What follows belongs to an exercise in optimizing a design on an open flow for small area, a short achievable clock period and few clock cycles per item; a production flow would make more cautious choices.
At most, simulation tests tie the RTL to the original design; equivalence was not proved.
For run 6, only the layout was checked, not whether the RTL still works.
The flow treats the clock pin as an ideal source. Dropping or thinning the clock tree relies on that and would not hold on a real chip.
No activity file was given, so power comes from the tool's default toggle rates.

$ cat config.mk
export PLATFORM = sky130hd
export DESIGN_NAME = deque_top
export DESIGN_NICKNAME = deque_top
export VERILOG_FILES = /design/flow/design.v
export SDC_FILE = /design/flow/constraint.sdc
export NUM_CORES = 4
export LEC_CHECK = 0
export CAP_MARGIN = 20
export CORE_MARGIN = 2
export CORE_UTILIZATION = 40
export SETUP_SLACK_MARGIN = 3.05
export SLEW_MARGIN = 20
$ cat constraint.sdc
create_clock -name core_clock -period 5.0 [get_ports {clk}]
set_input_delay 1.0000 -clock core_clock [delete_from_list [all_inputs] [get_ports {clk}]]
set_output_delay 1.0000 -clock core_clock [all_outputs]
set_load 0.01 [all_outputs]
$ cat design.v
package deq_pkg;
  localparam int DEF_CAPACITY   = 16;
  localparam int DEF_DATA_WIDTH = 32;
  localparam int VALUE_W        = 32;
  localparam int COUNT_W        = 5;
  typedef enum logic [1:0] {
    ACT_PUSH_FRONT = 2'd0,
    ACT_PUSH_BACK  = 2'd1,
    ACT_POP_FRONT  = 2'd2,
    ACT_POP_BACK   = 2'd3
  } action_t;
  typedef enum logic [1:0] {
    STAT_OK    = 2'd0,
    STAT_EMPTY = 2'd1,
    STAT_FULL  = 2'd2
  } status_t;
  typedef enum logic {
    ST_IDLE = 1'b0,
    ST_RESP = 1'b1
  } state_t;
  typedef struct packed {
    action_t              action;
    logic [VALUE_W-1:0]   data_in;
  } cmd_t;
  typedef struct packed {
    logic [VALUE_W-1:0]   popped_value;
    status_t              status;
    logic [COUNT_W-1:0]   entry_count;
    logic                 is_empty;
    logic [VALUE_W-1:0]   front_value;
    logic [VALUE_W-1:0]   back_value;
  } res_t;
endpackage
module deq_ram #(
  parameter int WIDTH = 32,
  parameter int DEPTH = 16
) (
  input  logic                     clk,
  input  logic                     we,
  input  logic [$clog2(DEPTH)-1:0] waddr,
  input  logic [WIDTH-1:0]         wdata,
  input  logic [$clog2(DEPTH)-1:0] raddr,
  output logic [WIDTH-1:0]         rdata
);
  logic [WIDTH-1:0] mem [DEPTH];
  always_ff @(posedge clk) begin
    if (we) begin
      mem[waddr] <= wdata;
    end
    rdata <= mem[raddr];
  end
endmodule
module double_ended_queue #(
  parameter int CAPACITY   = deq_pkg::DEF_CAPACITY,
  parameter int DATA_WIDTH = deq_pkg::DEF_DATA_WIDTH
) (
  input  logic           clk,
  input  logic           rst,
  input  logic           start,
  output logic           busy,
  input  logic [33:0]    cmd_bits,
  output logic           done,
  output logic [103:0]   result_bits
);
  localparam int M  = CAPACITY - 2;    
  localparam int J  = M / 2;           
  localparam int W  = DATA_WIDTH;
  localparam int CW = $clog2(CAPACITY + 1);
  deq_pkg::cmd_t cmd;
  deq_pkg::res_t result;
  assign cmd         = cmd_bits;
  assign result_bits = result;
  logic          cv;
  logic [1:0]    cact;
  logic [W-1:0]  cdat;
  logic          rst_q;
  logic          wr_f;       
  logic          wr_b;       
  logic          fs_dat, fs_rd, fs_oth, fs_hold;   
  logic          bs_dat, bs_rd, bs_oth, bs_hold;   
  logic [M-1:0]  rsel;       
  logic [W-1:0]  mem [M];
  logic [J-1:0]  ih_j;       
  logic [J-1:0]  it_j;       
  logic [CW-1:0] count;
  logic          is_empty;   
  logic          is_one;     
  logic          is_two;     
  logic          is_full;    
  logic [W-1:0]  front_q;    
  logic [W-1:0]  back_q;     
  logic          done_q;
  logic [W-1:0]  popped_q;
  logic [1:0]    stat_q;
  logic [J-1:0]  ih_nx, it_nx;
  logic [CW-1:0] count_nx;
  logic          empty_nx, one_nx, two_nx, full_nx;
  logic [W-1:0]  front_nx, back_nx;
  logic          push_f, push_b, pop_f, pop_b;
  logic          do_pf, do_pb, do_qf, do_qb;   
  logic          in_go;
  logic          n_pf, n_pb, n_qf, n_qb;
  logic          deep;       
  logic [W-1:0]  rd;
  logic [W-1:0]  wdata;
  logic          in_push, in_room;
  logic [M-1:0]  we;
  function automatic logic [J-1:0] j_inc(input logic [J-1:0] j);
    j_inc = {j[J-2:0], ~j[J-1]};
  endfunction
  function automatic logic [J-1:0] j_dec(input logic [J-1:0] j);
    j_dec = {~j[0], j[J-1:1]};
  endfunction
  function automatic logic [M-1:0] j_onehot(input logic [J-1:0] j);
    j_onehot[0] = !j[J-1] && !j[0];
    for (int s = 1; s < J; s++) begin
      j_onehot[s] = j[s-1] && !j[s];
    end
    j_onehot[J] = j[J-1] && j[0];
    for (int s = J + 1; s < M; s++) begin
      j_onehot[s] = !j[s-J-1] && j[s-J];
    end
  endfunction
  logic [M-1:0]  ih_oh, it_oh;
  assign ih_oh = j_onehot(ih_j);
  assign it_oh = j_onehot(it_j);
  assign push_f = (cact == deq_pkg::ACT_PUSH_FRONT);
  assign push_b = (cact == deq_pkg::ACT_PUSH_BACK);
  assign pop_f  = (cact == deq_pkg::ACT_POP_FRONT);
  assign pop_b  = (cact == deq_pkg::ACT_POP_BACK);
  assign deep  = !is_empty && !is_one && !is_two;
  assign wdata = push_f ? front_q : back_q;
  always_comb begin
    rd = '0;
    for (int i = 0; i < M; i++) begin
      rd = rd | ({W{rsel[i]}} & mem[i]);
    end
  end
  always_ff @(posedge clk) begin
    for (int i = 0; i < M; i++) begin
      if (we[i]) begin
        mem[i] <= wdata;
      end
    end
  end
  always_comb begin
    ih_nx    = ih_j;
    it_nx    = it_j;
    count_nx = count;
    empty_nx = is_empty;
    one_nx   = is_one;
    two_nx   = is_two;
    full_nx  = is_full;
    if (rst_q) begin
      ih_nx    = '0;                      
      it_nx    = {1'b1, {(J-1){1'b0}}};   
      count_nx = '0;
      empty_nx = 1'b1;
      one_nx   = 1'b0;
      two_nx   = 1'b0;
      full_nx  = 1'b0;
    end else begin
      if (do_pf && !is_empty && !is_one) begin
        ih_nx = j_dec(ih_j);
      end else if (do_qf && deep) begin
        ih_nx = j_inc(ih_j);
      end
      if (do_pb && !is_empty && !is_one) begin
        it_nx = j_inc(it_j);
      end else if (do_qb && deep) begin
        it_nx = j_dec(it_j);
      end
      if (do_pf || do_pb) begin
        count_nx = count + 1'b1;
        empty_nx = 1'b0;
        one_nx   = is_empty;
        two_nx   = is_one;
        full_nx  = (count == CW'(CAPACITY - 1));
      end else if (do_qf || do_qb) begin
        count_nx = count - 1'b1;
        empty_nx = is_one;
        one_nx   = is_two;
        two_nx   = (count == CW'(3));
        full_nx  = 1'b0;
      end
    end
  end
  assign front_nx = ({W{fs_dat}} & cdat) | ({W{fs_rd}} & rd) |
                    ({W{fs_oth}} & back_q) | ({W{fs_hold}} & front_q);
  assign back_nx  = ({W{bs_dat}} & cdat) | ({W{bs_rd}} & rd) |
                    ({W{bs_oth}} & front_q) | ({W{bs_hold}} & back_q);
  assign in_go   = start && !rst;
  assign in_push = in_go && !cmd.action[1];
  assign in_room = !empty_nx && !one_nx && !full_nx;
  assign n_pf    = in_go && (cmd.action == deq_pkg::ACT_PUSH_FRONT) && !full_nx;
  assign n_pb    = in_go && (cmd.action == deq_pkg::ACT_PUSH_BACK) && !full_nx;
  assign n_qf    = in_go && (cmd.action == deq_pkg::ACT_POP_FRONT) && !empty_nx;
  assign n_qb    = in_go && (cmd.action == deq_pkg::ACT_POP_BACK) && !empty_nx;
  always_comb begin
    for (int i = 0; i < M; i++) begin
      we[i] = (wr_f && ih_oh[(i+1)%M]) || (wr_b && it_oh[(i+M-1)%M]);
    end
  end
  always_ff @(posedge clk) begin
    cv     <= start && !rst;
    done_q <= cv && !rst;
    rst_q  <= rst;
    cact   <= cmd.action;
    cdat   <= cmd.data_in;
    rsel   <= j_onehot(cmd.action[0] ? it_nx : ih_nx);
    do_pf  <= n_pf;
    do_pb  <= n_pb;
    do_qf  <= n_qf;
    do_qb  <= n_qb;
    fs_dat  <= n_pf || (n_pb && empty_nx);
    fs_rd   <= n_qf && !one_nx && !two_nx;
    fs_oth  <= n_qf && two_nx;
    fs_hold <= !rst && !(n_pf || (n_pb && empty_nx) || n_qf || (n_qb && one_nx));
    bs_dat  <= n_pb || (n_pf && empty_nx);
    bs_rd   <= n_qb && !one_nx && !two_nx;
    bs_oth  <= n_qb && two_nx;
    bs_hold <= !rst && !(n_pb || (n_pf && empty_nx) || n_qb || (n_qf && one_nx));
    wr_f   <= in_push && in_room && !cmd.action[0];
    wr_b   <= in_push && in_room && cmd.action[0];
  end
  always_ff @(posedge clk) begin
    ih_j     <= ih_nx;
    it_j     <= it_nx;
    count    <= count_nx;
    is_empty <= empty_nx;
    is_one   <= one_nx;
    is_two   <= two_nx;
    is_full  <= full_nx;
    front_q  <= front_nx;
    back_q   <= back_nx;
  end
  always_ff @(posedge clk) begin
    popped_q <= pop_f ? front_q : (pop_b ? back_q : '0);
    if (push_f || push_b) begin
      stat_q <= is_full ? deq_pkg::STAT_FULL : deq_pkg::STAT_OK;
    end else begin
      stat_q <= is_empty ? deq_pkg::STAT_EMPTY : deq_pkg::STAT_OK;
    end
  end
  always_comb begin
    busy                = 1'b0;
    done                = done_q;
    result.popped_value = popped_q;
    result.status       = deq_pkg::status_t'(stat_q);
    result.entry_count  = count;
    result.is_empty     = is_empty;
    result.front_value  = front_q;
    result.back_value   = back_q;
  end
endmodule
module deque_top (
  input  logic        clk,
  input  logic        rst,
  input  logic        start,
  output logic        busy,
  input  logic [1:0]  cmd_action,
  input  logic [31:0] cmd_data,
  output logic        done,
  output logic [31:0] res_popped,
  output logic [1:0]  res_status,
  output logic [4:0]  res_count,
  output logic        res_empty,
  output logic [31:0] res_front,
  output logic [31:0] res_back
);
  deq_pkg::cmd_t cmd;
  deq_pkg::res_t result;
  assign cmd.action  = deq_pkg::action_t'(cmd_action);
  assign cmd.data_in = cmd_data;
  double_ended_queue u_deq (
    .clk         (clk),
    .rst         (rst),
    .start       (start),
    .busy        (busy),
    .cmd_bits    (cmd),
    .done        (done),
    .result_bits (result)
  );
  assign res_popped = result.popped_value;
  assign res_status = result.status;
  assign res_count  = result.entry_count;
  assign res_empty  = result.is_empty;
  assign res_front  = result.front_value;
  assign res_back   = result.back_value;
endmodule
$ cat flow/run.sh
#!/bin/bash
# Standard ORFS layout with three changes: ports get a plain buffer cell,
# CTS builds larger sink clusters without dummy loads, and after CTS the
# clock port drives the first level of clock buffers directly when the tree
# starts with a single root buffer (flow/post_cts.tcl).
set -euo pipefail
here=$(pwd)
export BUFFER_PORTS_ARGS="-buffer_cell sky130_fd_sc_hd__buf_2"
export CTS_ARGS="-sink_clustering_enable -repair_clock_nets -dont_use_dummy_load -buf_list {sky130_fd_sc_hd__clkbuf_8 sky130_fd_sc_hd__clkbuf_16} -sink_clustering_size 30 -sink_clustering_max_diameter 100"
export FLOW_CLOCK_PORT=clk
export POST_CTS_TCL="$here/flow/post_cts.tcl"
bash standard.sh > standard.log 2>&1
$ cat flow/post_cts.tcl
set block [ord::get_db_block]
set clk_bterm [$block findBTerm $::env(FLOW_CLOCK_PORT)]
set clk_net [$clk_bterm getNet]
set iterms [$clk_net getITerms]
if { [llength $iterms] == 1 } {
  set root_in [lindex $iterms 0]
  set root [$root_in getInst]
  set master [[$root getMaster] getName]
  set root_out ""
  foreach it [$root getITerms] {
    if { [$it isOutputSignal] } { set root_out $it }
  }
  if { [string match "*clkbuf*" $master] && $root_out ne "" } {
    set onet [$root_out getNet]
    set loads {}
    foreach it [$onet getITerms] {
      if { [$it getInst] != $root } { lappend loads $it }
    }
    if { [llength $loads] <= 4 && [llength [$onet getBTerms]] == 0 } {
      puts "post_cts: removing root clock buffer [$root getName] ($master), port now drives [llength $loads] pins"
      foreach it $loads {
        $it disconnect
        $it connect $clk_net
      }
      $root_in disconnect
      $root_out disconnect
      odb::dbInst_destroy $root
      odb::dbNet_destroy $onet
    } else {
      puts "post_cts: root buffer output has [llength $loads] loads, left as is"
    }
  }
} else {
  puts "post_cts: clock port drives [llength $iterms] pins, left as is"
}
$ cat standard.sh
#!/bin/bash
# synth_recipe.tcl (not shown) runs the flow's synth.tcl, then flattens the netlist and writes it again
# the make line also repeats each setting of config.mk as NAME=value (left out here)
make -C /OpenROAD-flow-scripts/flow DESIGN_CONFIG=/design/flow/config.mk WORK_HOME=/design/flow/orfs CLKGATE_MAP_FILE= SYNTH_SCRIPT=/design/flow/synth_recipe.tcl "${@:-finish}"
==> results of run 1 <==
## power by group through the flow
stage	clock network [mW]	logic [mW]	registers [mW]
finish	2.33	0.603	5.79
global route	2.54	0.641	5.80
detailed placement	0	0.420	5.94
global placement	0	0.410	5.94
floorplan	0	0.247	5.90
## flip-flops by register name, indices dropped and copies added (netlist names), 2 cells and up
register        cells
u_deq.count         5
u_deq.ih_j          7
u_deq.back_q       32
u_deq.popped_q     32
u_deq.cdat         32
u_deq.cact          2
u_deq.it_j          7
u_deq.front_q      32
u_deq.rsel         14
u_deq.mem         448
u_deq.stat_q        2
## stage by stage
stage          setup slack [ns]  instances  area [µm²]  power (mW)  hold slack, ns
2_1_floorplan              2.48       1511       23000        6.15           0.410
3_3_place_gp               2.70       2351       24700        6.35           0.441
3_5_place_dp               2.68       2351       24700        6.36           0.439
5_1_grt                    2.86       2476       27000        8.98           0.478
6_report                   2.91       2476       27000        8.73           0.453
## layout make-up
| cell class | count | area share |
|---|---|---|
| clock buffer | 24 | 0.0222 |
| inverter | 27 | 0.00403 |
| multi-input combinational | 756 | 0.208 |
| sequential | 634 | 0.646 |
| tap | 756 | 0.0350 |
| timing repair buffer | 279 | 0.0850 |
## cells in the mapped netlist (all sizes together), types with 4 or more instances
cell type	count
a21oi	11
a221oi	32
a222oi	64
a22o	32
a22oi	160
a311o	8
and3	4
buf	14
clkbuf	80
dfxtp	186
edfxtp	448
inv	26
mux2	32
mux2i	35
nand2	46
nand3	76
nor2	70
nor2b	35
nor3	7
o211ai	4
o21ai	81
o31ai	4
## worst max path at each step
stage | start | to | cells past startpoint
after floorplan | u_deq.wr_b | u_deq.mem[8][0] | 3
after global placement | u_deq.is_one | u_deq.rsel[5] | 5
after detailed placement | u_deq.is_one | u_deq.rsel[5] | 5
after global routing | u_deq.is_empty | u_deq.rsel[2] | 7
final | u_deq.is_empty | u_deq.rsel[10] | 7
## layout by cell type (no fill, tap or decap), types with 21 or more instances in the layout
cell | netlist | routed
nor2_1 | 70 | 64
mux2_2 | 32 | 29
nor2b_1 | 35 | 35
buf_4 | 2 | 123
a222oi_1 | 64 | 64
dfxtp_1 | 186 | 98
o21ai_0 | 81 | 68
nand2_1 | 45 | 44
buf_6 | 1 | 82
a22o_1 | 32 | 32
nand3_1 | 76 | 76
mux2i_1 | 35 | 34
inv_1 | 25 | 21
clkbuf_16 | 0 | 24
dfxtp_2 | 0 | 32
buf_2 | 2 | 69
a22oi_1 | 160 | 160
a221oi_1 | 32 | 32
dfxtp_4 | 0 | 56
edfxtp_1 | 448 | 448
## cell families after synthesis
family                     after synthesis
other                                    1
DFF                                    634
AOI/OAI and AO/OA                      421
and+or+nand+nor                        260
adders and majority gates                4
muxes                                   67
buffers and inverters                  121
xor gates and xnor gates                 3
## worst reg2reg max path: stages, from the launching register on
cell and delay (ns):
dfxtp_4 0.37, buf_12 0.13, buf_8 0.12, or4b_4 0.59
mux2i_2 0.21, a211o_1 0.33, a32oi_1 0.18, nor2_1 0.05
## layer usage
| metal | vias up | part of all wire | wire length [µm] | track usage |
|---|---|---|---|---|
| li1 | 6443 | - | - | - |
| met1 | 7692 | 0.41 | 28800 | 0.324 |
| met2 | 899 | 0.47 | 32800 | 0.373 |
| met3 | 103 | 0.10 | 7150 | 0.0463 |
| met4 | 0 | 0.019 | 1330 | 0.0491 |
| met5 | - | 0 | 0 | 0 |
==> results.toml, run 1 <==
[status]
run_status = "complete, no violations"

[global_route]
grt_pass1_wl_um = 101000
antenna_found_initial = 0
grt_usage = 0.231
grt_pass1_vias = 14700
grt_max_degree = 35
grt-ovfl-total = 0

[sta]
rsz0062_at_grt = "true"
fin_crit_ns = 2.09
hold_viol_final = 0
worst_slew_pin_slew_ns = 1.09
slew-limit-headroom = 0.276
period_share = 0.418
tns_ns = 0
setup_violations = 0
final-max-slew-violation-count = 0
finClkSkew_ns = 0.0536
fmax_mhz = 478

[synthesis]
ys_seq_area_frac = 0.749
yosys.area_share.simple = 0.0556
yosysWarningCount = 2
ys.flop_type = "edfxtp_1"
synth_top_cell_by_area = "edfxtp_1"
syn_inst = 1511
synthMuxAreaShare = 0.0310
ys_types = 60
synthAdderAreaFrac = 0.00251
synthTopCellsByArea = "edfxtp_1, dfxtp_1, a22oi_1, a222oi_1, o21ai_0"
synthArstFlopShare = 0
netlist.area_leader.share = 0.586
synthesis.nets = 1552
synth-seq-cells = 634
synth_top_family_by_area = "compound AO/OA/AOI/OAI gates"
synth_edf_count = 448
synth_compound_area_frac = 0.140
syn_avg_cell_area_um2 = 15.2
syn_area_um2 = 22900
synth_xor_xnor_area_share = 0.00115

[power_and_ir_drop]
p_seq_frac = 0.664
p_comb_frac = 0.069
p_sw_mw = 1.90
p_clk_frac = 0.267
power_density_nw_per_um2 = 323
cellLeakagePower_nw = 9.46
p_int_mw = 6.83
ir_drop_mv = 0.245
p_sw_frac = 0.217

[placed_design]
portBuffers = 141
place.gp.congestion = 0.816
dp_hpwl_um = 36100

[worst_hold_path]
hold_depth = 2
hold_class = "register to register"
min_from = "u_deq.is_full"
holdPathEnd = "u_deq.stat_q[1]"

[die]
rows = 87
die-height_um = 243
dieArea_um2 = 59300
core_area_um2 = 56500
io_pins = 143
initial_utilization = 0.406
dieWidth_um = 243

[clock_network]
clk_pin_slew_worst_paths_ns = 0.11
clock_latency_ns = 0.45
clock-sinks = 634

[critical_path]
worstPathArrival_ns = 2.42
slowest_stage = "or4b_4"
timing.rr.start = "u_deq.is_empty"
cp_top_family = "simple AND/OR/NAND/NOR gates"
reg2reg_setup_slack_ns = 2.91
crit_required_ns = 5.33
cp-start-kind = "register"
slowest_delay_ns = 0.59
end_kind = "register"
cp_max_fo = 6
path_buf_inv = 2
crit_chain = "buf_12 -> buf_8 -> or4b_4 -> mux2i_2 -> a211o_1 -> a32oi_1 -> nor2_1"
r2r-end = "u_deq.rsel[10]"
crit_type = "register to register"
rr_worst_depth = 7

[routing]
dr.pass1.iters = 9
viasPerCell = 6.11
drc = 0
wl_um = 70100
drt_iter0_markers = 2161
num_vias = 15100
routedWlPerCell_um = 28.3
antenna_left = 0

[cells_and_area]
final_util = 0.478
fill_cells = 4754
area_delta_synth_final_pct = 17.7
antenna_cells = 0
regArea_um2 = 17400
final_net_count = 1763
multi_input_area_um2 = 5620
drive_above_1_share = 0.275

[flow_run]
drv_cap = 0
Testbench counts, summed over its fixed seeds: cycles 8,016, items 8,000.
==> inputs of run 2 (changes only) <==
--- a/config.mk
+++ b/config.mk
@@ -8,5 +8,5 @@
 export CAP_MARGIN = 20
 export CORE_MARGIN = 2
 export CORE_UTILIZATION = 40
-export SETUP_SLACK_MARGIN = 3.05
+export SETUP_SLACK_MARGIN = 2.9
 export SLEW_MARGIN = 20
==> run 2 against run 1 <==
Effect of this change:
- design area down 2.2%
- clock skew up 0.034 ns
- flip-flop and latch count unchanged
- clock power about the same
- combinational power down 8.1%
- synthesized cell count unchanged
- critical endpoint is now res_empty
==> results.toml, run 2 <==
[synthesis]
synthArstFlopShare = 0
synthTopCellsByArea = "edfxtp_1, dfxtp_1, a22oi_1, a222oi_1, o21ai_0"
yosysMostFrequentCell = "edfxtp_1"
synth_top_cell_by_area = "edfxtp_1"
synthTopCellsByCount = "edfxtp_1, dfxtp_1, a22oi_1"
syn_avg_cell_area_um2 = 15.2
synthesis.nets = 1552
yosysWarningCount = 2
netlist.area_leader.share = 0.586
synth_edf_count = 448
ys_types = 60
ys.flop_type = "edfxtp_1"
ys_seq_area_frac = 0.749
synth-seq-cells = 634
syn_inst = 1511
syn_area_um2 = 22900

[critical_path]
cp_max_fo = 11
end_kind = "output pin"
crit_chain = "buf_2"
worstPathArrival_ns = 1.08
cp-start-kind = "register"
crit_type = "register to output pin"
crit_required_ns = 4.00
slowest_delay_ns = 0.46
cp_top_family = "flip-flops"
path_buf_inv = 1
slowest_stage = "dfxtp_4"

[placed_design]
dpl_cell_area_um2 = 24700
portBuffers = 141
dp_hpwl_um = 35700
dpl_worst_slack_ns = 2.39
place.gp.congestion = 0.789

[sta]
worst_slew_pin_slew_ns = 1.09
final-max-slew-violation-count = 0
finClkSkew_ns = 0.0874
hold_viol_final = 0
rsz0062_at_grt = "true"
slew-limit-headroom = 0.274
fmax_mhz = 480
period_share = 0.416
fin_ws_ns = 2.92
tns_ns = 0
fin_crit_ns = 2.08
setup_violations = 0

[power_and_ir_drop]
p_sw_mw = 1.87
p_sw_frac = 0.216
power_density_nw_per_um2 = 328
p_seq_frac = 0.668
power.total_mw = 8.67
cellLeakagePower_nw = 9.25
p_int_mw = 6.79
p_clk_frac = 0.268
ir_drop_mv = 0.318
p_comb_frac = 0.064

[routing]
routedWlPerCell_um = 28.0
wl_um = 68600
drc = 0
viasPerCell = 6.09
num_vias = 14900
drt_iter0_markers = 2142
dr.pass1.iters = 10
antenna_left = 0

[global_route]
antenna_found_initial = 2
grt_usage = 0.225
grt_pass1_wl_um = 98500
grt_pass1_vias = 14400
grt_max_degree = 35
grt-ovfl-total = 0

[cells_and_area]
drive_above_1_share = 0.248
final_util = 0.467
layout_common_cells = "edfxtp_1, a22oi_1, buf_4, dfxtp_1, buf_2"
largest_reg_flops = 448
final_net_count = 1735
final_design_area_no_fill_um2 = 26400
area_delta_synth_final_pct = 15.1
antenna_cells = 0
mostFrequentLayoutCell = "edfxtp_1"
top_register = "u_deq.mem"

[die]
dieWidth_um = 243
rows = 87
die-height_um = 243
dieArea_um2 = 59300
io_pins = 143
initial_utilization = 0.406
core_area_um2 = 56500

[worst_hold_path]
hold_class = "register to register"

[clock_network]
clock_latency_ns = 0.46
clock-sinks = 634
clk_pin_slew_worst_paths_ns = 0.11

[flow_run]
drv_cap = 0

[status]
run_status = "complete, no violations"
==> run 2: cell counts after synthesis <==
No cell type changed its count.
==> run 2: kinds of logic (layout without fill, tap and decap cells) <==
logic type	after synthesis	in the layout	synth area share
DFF	634	634	0.749
AOI/OAI and AO/OA	421	421	0.140
and+or+nand+nor	260	261	0.0556
xor gates and xnor gates	3	3	0.00115
buffers and inverters	121	301	0.0206
adders and majority gates	4	4	0.00251
muxes	67	67	0.0310
other	1	1	0.000163
==> run 2: metrics by stage <==
| stage | hold WS (ns) | std cells |
|---|---|---|
| final | 0.464 | 2448 |
| after detailed placement | 0.432 | 2350 |
| after global routing | 0.473 | 2448 |
| after floorplan | 0.410 | 1511 |
| after global placement | 0.438 | 2350 |
==> run 2: area by class of cell <==
| class | instances | area, µm² |
|---|---|---|
| Fill cell | 4912 | 30100 |
| Sequential cell | 634 | 17400 |
| Multi-Input combinational cell | 757 | 5520 |
| Timing Repair Buffer | 250 | 1800 |
| Tap cell | 756 | 946 |
| Clock buffer | 24 | 601 |
| Inverter | 27 | 104 |
==> run 2: power by group through the flow <==
| stage | combinational (mW) | sequential [mW] | clock (mW) |
|---|---|---|---|
| detailed placement | 0.416 | 5.94 | 0 |
| finish | 0.554 | 5.79 | 2.32 |
| global placement | 0.404 | 5.94 | 0 |
| floorplan | 0.245 | 5.90 | 0 |
| global route | 0.592 | 5.80 | 2.54 |
==> run 2: metal layers <==
| metal | track usage | share of wire | vias to the layer above |
|---|---|---|---|
| li1 | - | - | 6385 |
| met1 | 0.311 | 0.41 | 7570 |
| met2 | 0.359 | 0.46 | 865 |
| met3 | 0.0568 | 0.11 | 82 |
| met4 | 0.0490 | 0.019 | 4 |
| met5 | 0 | 0.00034 | - |
==> run 2: final timing paths <==
| check | start | to | slack (ns) | cells past startpoint |
|---|---|---|---|---|
| setup / recovery | u_deq.is_empty | res_empty | 2.92 | 1 |
| hold / removal | u_deq.is_full | u_deq.stat_q[1] | 0.46 | 2 |
| setup reg to reg | u_deq.is_one | u_deq.rsel[2] | 2.94 | 6 |
| hold reg to reg | u_deq.is_full | u_deq.stat_q[1] | 0.46 | 2 |
==> inputs of run 3 (changes only) <==
--- a/config.mk
+++ b/config.mk
@@ -7,6 +7,6 @@
 export LEC_CHECK = 0
 export CAP_MARGIN = 20
 export CORE_MARGIN = 2
-export CORE_UTILIZATION = 40
-export SETUP_SLACK_MARGIN = 2.9
+export CORE_UTILIZATION = 50
+export SETUP_SLACK_MARGIN = 2.95
 export SLEW_MARGIN = 20
==> run 3 against run 2 <==
Effect of this change:
- die area down 20%
- area after synthesis unchanged
- combinational power up 8.7%
- clock skew down 0.016 ns
- critical path depth up 5
- first-iteration DRC count up 15%
- fmax down 2.6%
- still clean
- critical path type is now register to register
- core utilization up 12 points
- wire length up 1.8%
==> results.toml, run 3 <==
[cells_and_area]
fill_cells = 3516
final_net_count = 1748
drive_above_1_share = 0.268
mostFrequentLayoutCell = "edfxtp_1"
area_delta_synth_final_pct = 16.2
largest_reg_flops = 448
top_register = "u_deq.mem"
layout_common_cells = "edfxtp_1, a22oi_1, buf_4"

[die]
dieArea_um2 = 47600
die-height_um = 218
dieWidth_um = 218
core_area_um2 = 45400
rows = 78
initial_utilization = 0.506
io_pins = 143

[synthesis]
ys.flop_type = "edfxtp_1"
synthArstFlopShare = 0
syn_area_um2 = 22900
ys_seq_area_frac = 0.749
synth_edf_count = 448
ys_types = 60
synth_top_cell_by_area = "edfxtp_1"
synthTopCellsByCount = "edfxtp_1, dfxtp_1, a22oi_1"
yosysWarningCount = 2
syn_avg_cell_area_um2 = 15.2
synthTopCellsByArea = "edfxtp_1, dfxtp_1, a22oi_1, a222oi_1, o21ai_0"
netlist.area_leader.share = 0.586
syn_inst = 1511
synth-seq-cells = 634
synthesis.nets = 1552
yosysMostFrequentCell = "edfxtp_1"

[critical_path]
crit_required_ns = 5.31
critPathLaunch = "u_deq.is_empty"
cp-start-kind = "register"
crit_type = "register to register"
worstPathArrival_ns = 2.44
timing.rr.start = "u_deq.is_empty"
cp_max_fo = 7
end_kind = "register"

[worst_hold_path]
min_from = "u_deq.cv"
hold_class = "register to register"

[power_and_ir_drop]
p_int_mw = 6.82
p_seq_frac = 0.664
p_sw_frac = 0.218
p_clk_frac = 0.267
power_density_nw_per_um2 = 327
p_sw_mw = 1.90
power.total_mw = 8.72
cellLeakagePower_nw = 9.37
p_comb_frac = 0.069
ir_drop_mv = 0.281

[placed_design]
dp_hpwl_um = 37200
portBuffers = 141
place.gp.congestion = 0.813

[global_route]
grt_pass1_wl_um = 99700
grt-ovfl-total = 0
grt_max_degree = 35
grt_pass1_vias = 14400
antenna_found_initial = 0
grt_usage = 0.290

[routing]
viasPerCell = 6.56
routedWlPerCell_um = 30.3
num_vias = 15100
drt_iter0_markers = 2457
wl_um = 69800
dr.pass1.iters = 10
antenna_left = 0
drc = 0

[clock_network]
clock_latency_ns = 0.45
clk_pin_slew_worst_paths_ns = 0.11
clock-sinks = 634

[sta]
slew-limit-headroom = 0.333
rsz0062_at_grt = "true"
finClkSkew_ns = 0.0719
tns_ns = 0
period_share = 0.427
hold_viol_final = 0
final-max-slew-violation-count = 0
fin_crit_ns = 2.14
fmax_mhz = 468
worst_slew_pin_slew_ns = 1.00
setup_violations = 0

[flow_run]
drv_cap = 0

[status]
run_status = "complete, no violations"
-- run 3: cell counts after synthesis --
No cell type changed its count.
-- run 3: layer usage --
layer | track usage | share of wire
met1 | 0.434 | 0.42
met2 | 0.443 | 0.45
met3 | 0.0649 | 0.12
met4 | 0.0494 | 0.015
met5 | 0 | 0
-- run 3: layout make-up --
class | count | area (µm²) | share of cell area
diodes | 1 | 2.50 | 0.0000939
repair buffers | 264 | 2160 | 0.0809
multi-input cells | 756 | 5590 | 0.210
inverters | 27 | 109 | 0.00408
flip-flops and latches | 634 | 17400 | 0.654
clock buffers | 24 | 601 | 0.0225
well taps | 600 | 751 | 0.0282
-- run 3: cell families after synthesis --
kind of cell | Yosys count | share of synthesized area
flip-flops | 634 | 0.749
AO/OA/AOI/OAI | 421 | 0.140
AND/OR/NAND/NOR | 260 | 0.0556
buffers and inverters | 121 | 0.0206
multiplexers | 67 | 0.0310
adder cells (fa/ha/maj) | 4 | 0.00251
XOR/XNOR | 3 | 0.00115
other | 1 | 0.000163
-- run 3: critical path: stages (launching register included) --
cell      delay [ns]
dfxtp_4         0.38
buf_6           0.13
or4b_4          0.55
nand2_1         0.12
a311oi_1        0.15
or4_4           0.48
a21oi_4         0.19
-- run 3: path summary, 6_finish.rpt --
path | end | slack, ns | depth (start not counted)
worst max-delay path | u_deq.rsel[11] | 2.86 | 6
worst min-delay path | u_deq.done_q | 0.47 | 1
worst max register to register | u_deq.rsel[11] | 2.86 | 6
worst min register to register | u_deq.done_q | 0.47 | 1
-- run 3: per-stage QoR --
stage                     worst slack [ns]  hold WS (ns)  instances  utilization  cell area, µm²
after global routing                  2.80         0.468       2305        0.587           26600
after global placement                2.67         0.425       2193        0.539           24500
after detailed placement              2.68         0.445       2193        0.539           24500
after floorplan                       2.48         0.410       1511            -           23000
final                                 2.86         0.465       2306        0.587           26700
-- run 3: power groups by stage --
stage | Combinational [mW] | Sequential, mW | Clock (mW)
floorplan | 0.246 | 5.90 | 0
detailed placement | 0.418 | 5.94 | 0
global placement | 0.408 | 5.95 | 0
global route | 0.642 | 5.80 | 2.51
finish | 0.602 | 5.79 | 2.33
==> inputs of run 4 (changes only) <==
--- a/config.mk
+++ b/config.mk
@@ -7,6 +7,6 @@
 export LEC_CHECK = 0
 export CAP_MARGIN = 20
 export CORE_MARGIN = 2
-export CORE_UTILIZATION = 50
+export CORE_UTILIZATION = 30
 export SETUP_SLACK_MARGIN = 2.95
 export SLEW_MARGIN = 20
==> run 4 against run 3 <==
Effect of this change:
- clock-buffer cell count stayed put
- worst setup slack gained 0.059 ns
- fmax increased by 2.8%
- hold slack got worse by 0.0027 ns
- via count is 2.3% lower
- synthesized cell count stayed put
- sequential power is essentially flat
- clock skew is 0.026 ns higher
- core utilization down 23 points
- sequential share of layout area decreased by 1.1 points
- area after synthesis unchanged
- final cell count rose by 17%
- largest cell class unchanged
==> results.toml, run 4 <==
[synthesis]
synthArstFlopShare = 0
synthTopCellsByArea = "edfxtp_1, dfxtp_1, a22oi_1, a222oi_1, o21ai_0"
ys_types = 60
ys_seq_area_frac = 0.749
synthTopCellsByCount = "edfxtp_1, dfxtp_1, a22oi_1"
synth_top_cell_by_area = "edfxtp_1"
syn_area_um2 = 22900
netlist.area_leader.share = 0.586
synth_edf_count = 448
synthesis.nets = 1552
yosysMostFrequentCell = "edfxtp_1"
syn_inst = 1511
syn_avg_cell_area_um2 = 15.2
synth-seq-cells = 634
ys.flop_type = "edfxtp_1"
yosysWarningCount = 2

[sta]
setup_violations = 0
finClkSkew_ns = 0.0980
period_share = 0.416
worst_slew_pin_slew_ns = 1.10
tns_ns = 0
final-max-slew-violation-count = 0
slew-limit-headroom = 0.266
fin_crit_ns = 2.08
fin_ws_ns = 2.92
hold_viol_final = 0
rsz0062_at_grt = "true"
fmax_mhz = 481

[routing]
wl_um = 67600
drt_iter0_markers = 1815
dr.pass1.iters = 8
num_vias = 14800
viasPerCell = 5.50
antenna_left = 0
drc = 0
routedWlPerCell_um = 25.1

[worst_hold_path]
hold_depth = 1
min_from = "u_deq.cv"
holdPathEnd = "u_deq.done_q"
hold_class = "register to register"

[cells_and_area]
area_delta_synth_final_pct = 18.0
largest_reg_flops = 448
fill_cells = 7138
layout_common_cells = "edfxtp_1, a22oi_1, buf_4"
regArea_um2 = 17400
drive_above_1_share = 0.265
top_register = "u_deq.mem"
final_net_count = 1752
multi_input_area_um2 = 5580
mostFrequentLayoutCell = "edfxtp_1"

[die]
rows = 101
initial_utilization = 0.303
die-height_um = 281
dieArea_um2 = 78700
core_area_um2 = 75800
dieWidth_um = 281
io_pins = 143

[critical_path]
crit_type = "register to output pin"
cp_max_fo = 3
crit_required_ns = 4.00
worstPathArrival_ns = 1.08
end_kind = "output pin"
timing.rr.start = "u_deq.is_empty"
rr_worst_depth = 7
cp-start-kind = "register"
r2r-end = "u_deq.rsel[5]"
reg2reg_setup_slack_ns = 2.94

[global_route]
grt_pass1_wl_um = 96700
grt_pass1_vias = 14500
grt_usage = 0.166
antenna_found_initial = 0
grt-ovfl-total = 0
grt_max_degree = 35

[flow_run]
drv_cap = 0

[status]
run_status = "complete, no violations"

[clock_network]
clk_pin_slew_worst_paths_ns = 0.12
clock_latency_ns = 0.47
clock-sinks = 634

[power_and_ir_drop]
power_density_nw_per_um2 = 320
cellLeakagePower_nw = 9.39
ir_drop_mv = 0.192

[placed_design]
dp_hpwl_um = 34900
dpl_worst_slack_ns = 2.37
portBuffers = 141
place.gp.congestion = 0.783
[run 4: changes by cell type in the layout (fill, tap and decap cells not counted), moves of 2 or more]
| cell | delta |
|---|---|
| buf_4 | +10 |
| buf_6 | -7 |
| dfxtp_1 | +4 |
| dfxtp_2 | +6 |
| dfxtp_4 | -10 |
| nor2_1 | +5 |
| nor2_2 | -4 |
| o31ai_1 | -3 |
| o31ai_2 | +3 |
| or4_1 | +2 |
| or4_4 | -2 |
[run 4: cell type report]
cell class,count,area share
clock buffer,24,0.0222
sequential,634,0.643
antenna,1,0.0000924
inverter,27,0.00393
multi-input combinational,756,0.206
timing repair buffer,268,0.0797
tap,978,0.0452
[run 4: critical path, stage by stage (launching register included)]
cell and delay, ns:
dfxtp_4 0.38, buf_4 0.15, buf_6 0.12
[run 4: where the power goes]
group	total, mW	leakage [nW]	internal [mW]	switching [mW]
combinational	0.580	3.28	0.252	0.328
clock	2.31	0.296	0.867	1.44
sequential	5.78	5.82	5.70	0.0821
total	8.67	9.39	6.82	1.85
[run 4: per-stage QoR]
| stage | cell area (µm²) | hold slack, ns | instances | utilization | total power [mW] |
|---|---|---|---|---|---|
| after floorplan | 23000 | 0.410 | 1511 | - | 6.15 |
| after global placement | 25000 | 0.429 | 2571 | 0.329 | 6.34 |
| after detailed placement | 25000 | 0.424 | 2571 | 0.329 | 6.35 |
| after global routing | 27100 | 0.490 | 2687 | 0.357 | 8.92 |
| final | 27100 | 0.462 | 2688 | 0.357 | 8.67 |
[run 4: worst max path at each step]
stage                               from         endpoint  slack, ns
after floorplan               u_deq.wr_b  u_deq.mem[8][0]       2.48
after global placement     u_deq.cact[0]  u_deq.mem[7][6]       2.42
after detailed placement   u_deq.cact[0]  u_deq.mem[8][6]       2.37
after global routing      u_deq.is_empty    u_deq.rsel[5]       2.86
final                     u_deq.is_empty        res_empty       2.92
[run 4: kinds of logic (layout without fill, tap and decap cells)]
kind of cell / after synthesis / count (layout) / share of synthesized area
other cells: 1 / 2 / 0.000163
xor+xnor: 3 / 3 / 0.00115
buf+inv: 121 / 319 / 0.0206
flops: 634 / 634 / 0.749
simple gates: 260 / 260 / 0.0556
mux: 67 / 67 / 0.0310
fa+ha+maj: 4 / 4 / 0.00251
compound gates: 421 / 421 / 0.140
[run 4: routing by layer]
layer	GRT usage	wire, µm
met5	0	0
met4	0.0383	1410
met3	0.0260	5570
met2	0.293	34100
met1	0.213	26500
==> inputs of run 5 (changes only) <==
--- a/config.mk
+++ b/config.mk
@@ -7,6 +7,6 @@
 export LEC_CHECK = 0
 export CAP_MARGIN = 20
 export CORE_MARGIN = 2
-export CORE_UTILIZATION = 30
+export CORE_UTILIZATION = 40
 export SETUP_SLACK_MARGIN = 2.95
 export SLEW_MARGIN = 20
==> run 5 against run 4 <==
Effect of this change:
- highest routed layer unchanged
- total power grew 0.35%
- clock skew shrank 0.035 ns
- non-clock buffer count shrank 11
- still clean
==> results.toml, run 5 <==
[critical_path]
cp_max_fo = 8
end_kind = "register"
rr_worst_depth = 6
cp_top_family = "simple AND/OR/NAND/NOR gates"
cp-start-kind = "register"
r2r-end = "u_deq.rsel[2]"
crit_required_ns = 5.39
path_buf_inv = 1
timing.rr.start = "u_deq.is_one"
reg2reg_setup_slack_ns = 2.98
crit_chain = "or4b_4 -> nand2_2 -> a311o_2 -> inv_2 -> or4_4 -> a21oi_2"
worstPathArrival_ns = 2.42
slowest_delay_ns = 0.60
crit_type = "register to register"
slowest_stage = "or4b_4"

[clock_network]
clk_pin_slew_worst_paths_ns = 0.11
clock-sinks = 634
clock_latency_ns = 0.45

[sta]
fmax_mhz = 494
slew-limit-headroom = 0.264
final-max-slew-violation-count = 0
worst_slew_pin_slew_ns = 1.10
setup_violations = 0
tns_ns = 0
fin_crit_ns = 2.02
rsz0062_at_grt = "true"
fin_ws_ns = 2.98
finClkSkew_ns = 0.0631
period_share = 0.405
hold_viol_final = 0

[synthesis]
synthesis.nets = 1552
netlist.area_leader.share = 0.586
syn_area_um2 = 22900
synth-seq-cells = 634
yosysWarningCount = 2
synthTopCellsByArea = "edfxtp_1, dfxtp_1, a22oi_1, a222oi_1, o21ai_0"
syn_inst = 1511
synth_edf_count = 448
ys_types = 60
synthArstFlopShare = 0
syn_avg_cell_area_um2 = 15.2
yosysMostFrequentCell = "edfxtp_1"
ys_seq_area_frac = 0.749
synthTopCellsByCount = "edfxtp_1, dfxtp_1, a22oi_1"
synth_top_cell_by_area = "edfxtp_1"
ys.flop_type = "edfxtp_1"

[flow_run]
drv_cap = 0

[global_route]
antenna_found_initial = 0
grt_max_degree = 35
use_met1 = 0.323
grt_pass1_wl_um = 102000
grt_use_met2 = 0.382
grt_use_met3 = 0.0451
grt_usage = 0.233
grt-ovfl-total = 0
grt.busiest_layer = "met2"
grt_pass1_vias = 14700

[routing]
num_vias = 15000
routedWlPerCell_um = 28.8
dr.pass1.iters = 7
antenna_left = 0
drt_iter0_markers = 2274
wl_um = 70700
viasPerCell = 6.13
drc = 0

[die]
dieWidth_um = 243
core_area_um2 = 56500
rows = 87
die-height_um = 243
initial_utilization = 0.406
io_pins = 143
dieArea_um2 = 59300

[cells_and_area]
largest_reg_flops = 448
layout.cells.non_filler = 2454
area_delta_synth_final_pct = 16.4
top_register = "u_deq.mem"
final_net_count = 1741
antenna_cells = 0
layout_common_cells = "edfxtp_1, a22oi_1, buf_4"
mostFrequentLayoutCell = "edfxtp_1"
drive_above_1_share = 0.260

[worst_hold_path]
holdPathEnd = "u_deq.done_q"
hold_class = "register to register"
min_from = "u_deq.cv"
hold_depth = 1

[placed_design]
portBuffers = 141
place_inst = 2349
dp_hpwl_um = 36900
place.gp.congestion = 0.812
dpl_worst_slack_ns = 2.68

[power_and_ir_drop]
power_density_nw_per_um2 = 326
cellLeakagePower_nw = 9.33
power.total_mw = 8.70
ir_drop_mv = 0.336

[status]
run_status = "complete, no violations"
## run 5: power breakdown
group,internal [mW],switching [mW]
clock network,0.867,1.45
registers,5.70,0.0984
logic,0.248,0.334
total,6.82,1.89
## run 5: how the worst max path moves through the flow
stage               slack [ns]           from  cells after the start               end
finish                    2.98   u_deq.is_one                      6     u_deq.rsel[2]
global route              2.86  cmd_action[0]                      5     u_deq.rsel[3]
detailed placement        2.68  u_deq.it_j[3]                      3  u_deq.mem[5][30]
global placement          2.72  u_deq.it_j[3]                      3  u_deq.mem[5][21]
floorplan                 2.48     u_deq.wr_b                      3   u_deq.mem[8][0]
## run 5: layout make-up
class	count	area [µm²]
Tap cell	756	946
Inverter	27	106
Timing Repair Buffer	257	2080
Multi-Input combinational cell	756	5560
Fill cell	4746	29800
Sequential cell	634	17400
Clock buffer	24	601
## run 5: kinds of logic (layout without fill, tap and decap cells)
family                   after synthesis  after routing  synth area share
flip-flops                           634            634             0.749
AO/OA/AOI/OAI                        421            421             0.140
AND/OR/NAND/NOR                      260            260            0.0556
buffers and inverters                121            308            0.0206
multiplexers                          67             67            0.0310
adder cells (fa/ha/maj)                4              4           0.00251
XOR/XNOR                               3              3           0.00115
other                                  1              1          0.000163
## run 5: per-layer routing
metal  up-vias  wire (µm)
met5         -          0
li1       6390          -
met4         0       1340
met3        71       7700
met2       902      33200
met1      7682      28400
## run 5: stage by stage
stage | cell area, µm² | hold WS (ns) | util
finish | 26700 | 0.451 | 0.473
detailed placement | 24700 | 0.440 | 0.437
floorplan | 23000 | 0.410 | -
global placement | 24700 | 0.422 | 0.437
global route | 26700 | 0.472 | 0.473
==> inputs of run 6 (changes only) <==
--- a/design.v
+++ b/design.v
@@ -122,6 +122,7 @@
     end
   endfunction
   logic [M-1:0]  ih_oh, it_oh;
+  logic [M-1:0]  ih_oh_nx, it_oh_nx;   
   assign ih_oh = j_onehot(ih_j);
   assign it_oh = j_onehot(it_j);
   assign push_f = (cact == deq_pkg::ACT_PUSH_FRONT);
@@ -129,6 +130,27 @@
   assign pop_f  = (cact == deq_pkg::ACT_POP_FRONT);
   assign pop_b  = (cact == deq_pkg::ACT_POP_BACK);
   assign deep  = !is_empty && !is_one && !is_two;
+  always_comb begin
+    if (rst_q) begin
+      ih_oh_nx = {{(M-1){1'b0}}, 1'b1};
+      it_oh_nx = {1'b1, {(M-1){1'b0}}};
+    end else begin
+      if (do_pf && !is_empty && !is_one) begin
+        ih_oh_nx = {ih_oh[0], ih_oh[M-1:1]};
+      end else if (do_qf && deep) begin
+        ih_oh_nx = {ih_oh[M-2:0], ih_oh[M-1]};
+      end else begin
+        ih_oh_nx = ih_oh;
+      end
+      if (do_pb && !is_empty && !is_one) begin
+        it_oh_nx = {it_oh[M-2:0], it_oh[M-1]};
+      end else if (do_qb && deep) begin
+        it_oh_nx = {it_oh[0], it_oh[M-1:1]};
+      end else begin
+        it_oh_nx = it_oh;
+      end
+    end
+  end
   assign wdata = push_f ? front_q : back_q;
   always_comb begin
     rd = '0;
@@ -207,7 +229,7 @@
     rst_q  <= rst;
     cact   <= cmd.action;
     cdat   <= cmd.data_in;
-    rsel   <= j_onehot(cmd.action[0] ? it_nx : ih_nx);
+    rsel   <= cmd.action[0] ? it_oh_nx : ih_oh_nx;
     do_pf  <= n_pf;
     do_pb  <= n_pb;
     do_qf  <= n_qf;
==> run 6 against run 5 <==
Effect of this change:
- still clean
- final cell count is 3.6% higher
- design area is 1.0% higher
- register-to-register slack better by 0.03 ns
- non-clock buffer count is 1 lower
- combinational power is 15% higher
- largest power group unchanged
- highest routed layer unchanged
==> results.toml, run 6 <==
[synthesis]
syn_avg_cell_area_um2 = 14.6
synthMuxAreaShare = 0.0303
synth_top_family_by_area = "compound AO/OA/AOI/OAI gates"
synth-seq-cells = 634
synth_compound_area_frac = 0.149
ys.flop_type = "edfxtp_1"
netlist.area_leader.share = 0.573
yosys.area_share.simple = 0.0646
syn_area_um2 = 23500
ys_seq_area_frac = 0.731
synthesis.nets = 1647
synthTopCellsByCount = "edfxtp_1, dfxtp_1, a22oi_1"
ys_types = 57
syn_inst = 1606
synth_top_cell_by_area = "edfxtp_1"
synthTopCellsByArea = "edfxtp_1, dfxtp_1, a22oi_1, a222oi_1, o21ai_0"
synth_edf_count = 448
synth_xor_xnor_area_share = 0.000746
synthArstFlopShare = 0
yosysWarningCount = 2
yosysMostFrequentCell = "edfxtp_1"
synthAdderAreaFrac = 0.00245

[die]
rows = 88
initial_utilization = 0.405
dieWidth_um = 246
io_pins = 143
dieArea_um2 = 60700
die-height_um = 246
core_area_um2 = 57900

[sta]
worst_slew_pin_slew_ns = 1.09
setup_violations = 0
holdWs_ns = 0.454
slew-limit-headroom = 0.271
period_share = 0.399
finClkSkew_ns = 0.0599
hold_viol_final = 0
fin_crit_ns = 1.99
tns_ns = 0
fmax_mhz = 502
final-max-slew-violation-count = 0
rsz0062_at_grt = "true"

[critical_path]
crit_required_ns = 5.30
timing.rr.start = "u_deq.rsel[4]"
slowest_stage = "dfxtp_1"
cp_top_family = "flip-flops"
reg2reg_setup_slack_ns = 3.01
r2r-end = "u_deq.front_q[23]"
cp_max_fo = 22
cp-start-kind = "register"
worstPathArrival_ns = 2.29
end_kind = "register"
path_buf_inv = 1
crit_chain = "buf_4 -> a221oi_1 -> nand3_1 -> nor2_1 -> o21ai_0"
crit_type = "register to register"
rr_worst_depth = 5
slowest_delay_ns = 0.56

[routing]
drc = 0
viasPerCell = 6.01
num_vias = 15300
drt_iter0_markers = 2031
antenna_left = 0
routedWlPerCell_um = 26.6
wl_um = 67600
dr.pass1.iters = 6

[cells_and_area]
regArea_um2 = 17400
top_register = "u_deq.mem"
area_delta_synth_final_pct = 14.9
largest_reg_flops = 448
antenna_cells = 0
mostFrequentLayoutCell = "edfxtp_1"
drive_above_1_share = 0.242
layout_common_cells = "edfxtp_1, a22oi_1, buf_4"
multi_input_area_um2 = 5930
final_net_count = 1821
fill_cells = 5071

[worst_hold_path]
min_from = "u_deq.cv"
hold_class = "register to register"
hold_depth = 1
holdPathEnd = "u_deq.done_q"

[global_route]
antenna_found_initial = 0
grt_pass1_vias = 14900
grt_max_degree = 45
grt-ovfl-total = 0
grt_pass1_wl_um = 98200
grt_usage = 0.218

[clock_network]
clk_pin_slew_worst_paths_ns = 0.11
clock-sinks = 634
clock_latency_ns = 0.46

[power_and_ir_drop]
p_sw_mw = 1.95
p_seq_frac = 0.659
p_int_mw = 6.86
p_clk_frac = 0.265
p_comb_frac = 0.076
power_density_nw_per_um2 = 326
p_sw_frac = 0.222
ir_drop_mv = 0.289
cellLeakagePower_nw = 9.20

[placed_design]
place.gp.congestion = 0.847
portBuffers = 141
dp_hpwl_um = 35600

[flow_run]
drv_cap = 0

[status]
run_status = "complete, no violations"
==> run 6: changes by cell type after synthesis, moves of 4 or more <==
cell      change
a22o_1        +9
nor2b_1      +22
a311o_1       -7
clkbuf_1      +9
buf_2         +4
nand2_1      +36
a211oi_1     +25
inv_1        -14
nand3_1       -7
a21oi_1      +29
==> run 6: metal layers <==
metal / vias up / routed length, µm / track usage
li1: 6699 / - / -
met1: 7793 / 28000 / 0.300
met2: 737 / 33400 / 0.375
met3: 57 / 5400 / 0.0264
met4: 0 / 794 / 0.0360
met5: - / 0 / 0
==> run 6: power groups by stage <==
stage          registers, mW  clock network (mW)  logic [mW]
3_3_place_gp            5.95                   0       0.517
6_report                5.81                2.34       0.667
3_5_place_dp            5.95                   0       0.529
5_1_grt                 5.82                2.55       0.718
2_1_floorplan           5.91                   0       0.324
==> run 6: kinds of logic (layout without fill, tap and decap cells) <==
| logic type | count (synthesis) | in the layout |
|---|---|---|
| XOR/XNOR | 2 | 2 |
| buffers and inverters | 120 | 292 |
| other | 1 | 1 |
| adder cells (fa/ha/maj) | 4 | 4 |
| flip-flops | 634 | 634 |
| multiplexers | 67 | 67 |
| AND/OR/NAND/NOR | 309 | 309 |
| AO/OA/AOI/OAI | 469 | 469 |
==> run 6: area by class of cell <==
| class | instances | share of cell area |
|---|---|---|
| sequential | 634 | 0.645 |
| multi-input combinational | 852 | 0.220 |
| timing repair buffer | 256 | 0.0759 |
| tap | 765 | 0.0355 |
| clock buffer | 24 | 0.0223 |
| inverter | 12 | 0.00195 |
==> run 6: worst max-delay path by stage <==
| stage | endpoint | startpoint | depth (start not counted) | slack [ns] |
|---|---|---|---|---|
| finish | u_deq.front_q[23] | u_deq.rsel[4] | 5 | 3.01 |
| global route | u_deq.rsel[4] | u_deq.is_one | 5 | 2.94 |
| detailed placement | u_deq.bs_rd | cmd_action[0] | 4 | 2.66 |
| global placement | u_deq.bs_rd | cmd_action[0] | 4 | 2.69 |
| floorplan | u_deq.mem[12][0] | u_deq.it_j[4] | 3 | 2.95 |
==> run 6: through the flow <==
step	power [mW]	instances	utilization	instance area (µm²)	setup WS [ns]
global route	9.08	2543	0.466	27000	2.94
finish	8.81	2543	0.466	27000	3.01
detailed placement	6.48	2444	0.433	25100	2.66
global placement	6.46	2444	0.433	25100	2.69
floorplan	6.23	1606	-	23500	2.95

## static timing again, ports no longer ideal
No port has a modelled driver above. Below, the same layouts with a new extraction and two added sets of constraints.
Step 1, drivers: a clkbuf_16 drives clk and a buf_2 each remaining input, both assumed.
Step 2 times the ports against the registers' clock, not the clock port: input delays grow and output delays shrink by t, the midpoint of the rising clock arrivals with the driver on.
Slacks: ideal / step 1 / step 2; pairs: ideal / step 1.
run	shift t [ns]	slack for setup (ns)	worst setup path after step 2	latest minus earliest clock arrival (ns)	worst register clock-pin slew, ns
run 1	0.503	2.908 / 2.851 / 2.775	input to register	0.054 / 0.054	0.11 / 0.11
run 2	0.491	2.918 / 2.844 / 2.709	input to register	0.092 / 0.092	0.12 / 0.12
run 3	0.499	2.863 / 2.850 / 2.668	input to register	0.074 / 0.074	0.11 / 0.11
run 4	0.499	2.922 / 2.840 / 2.628	input to register	0.098 / 0.099	0.12 / 0.12
run 5	0.496	2.977 / 2.926 / 2.670	input to register	0.063 / 0.064	0.11 / 0.11
run 6	0.508	3.007 / 2.949 / 2.618	input to register	0.060 / 0.060	0.11 / 0.11
After both steps every run listed still meets setup and hold. The setup slack of run 6, which loses most, moves by -0.058 ns with the drivers and by -0.389 ns with both steps.
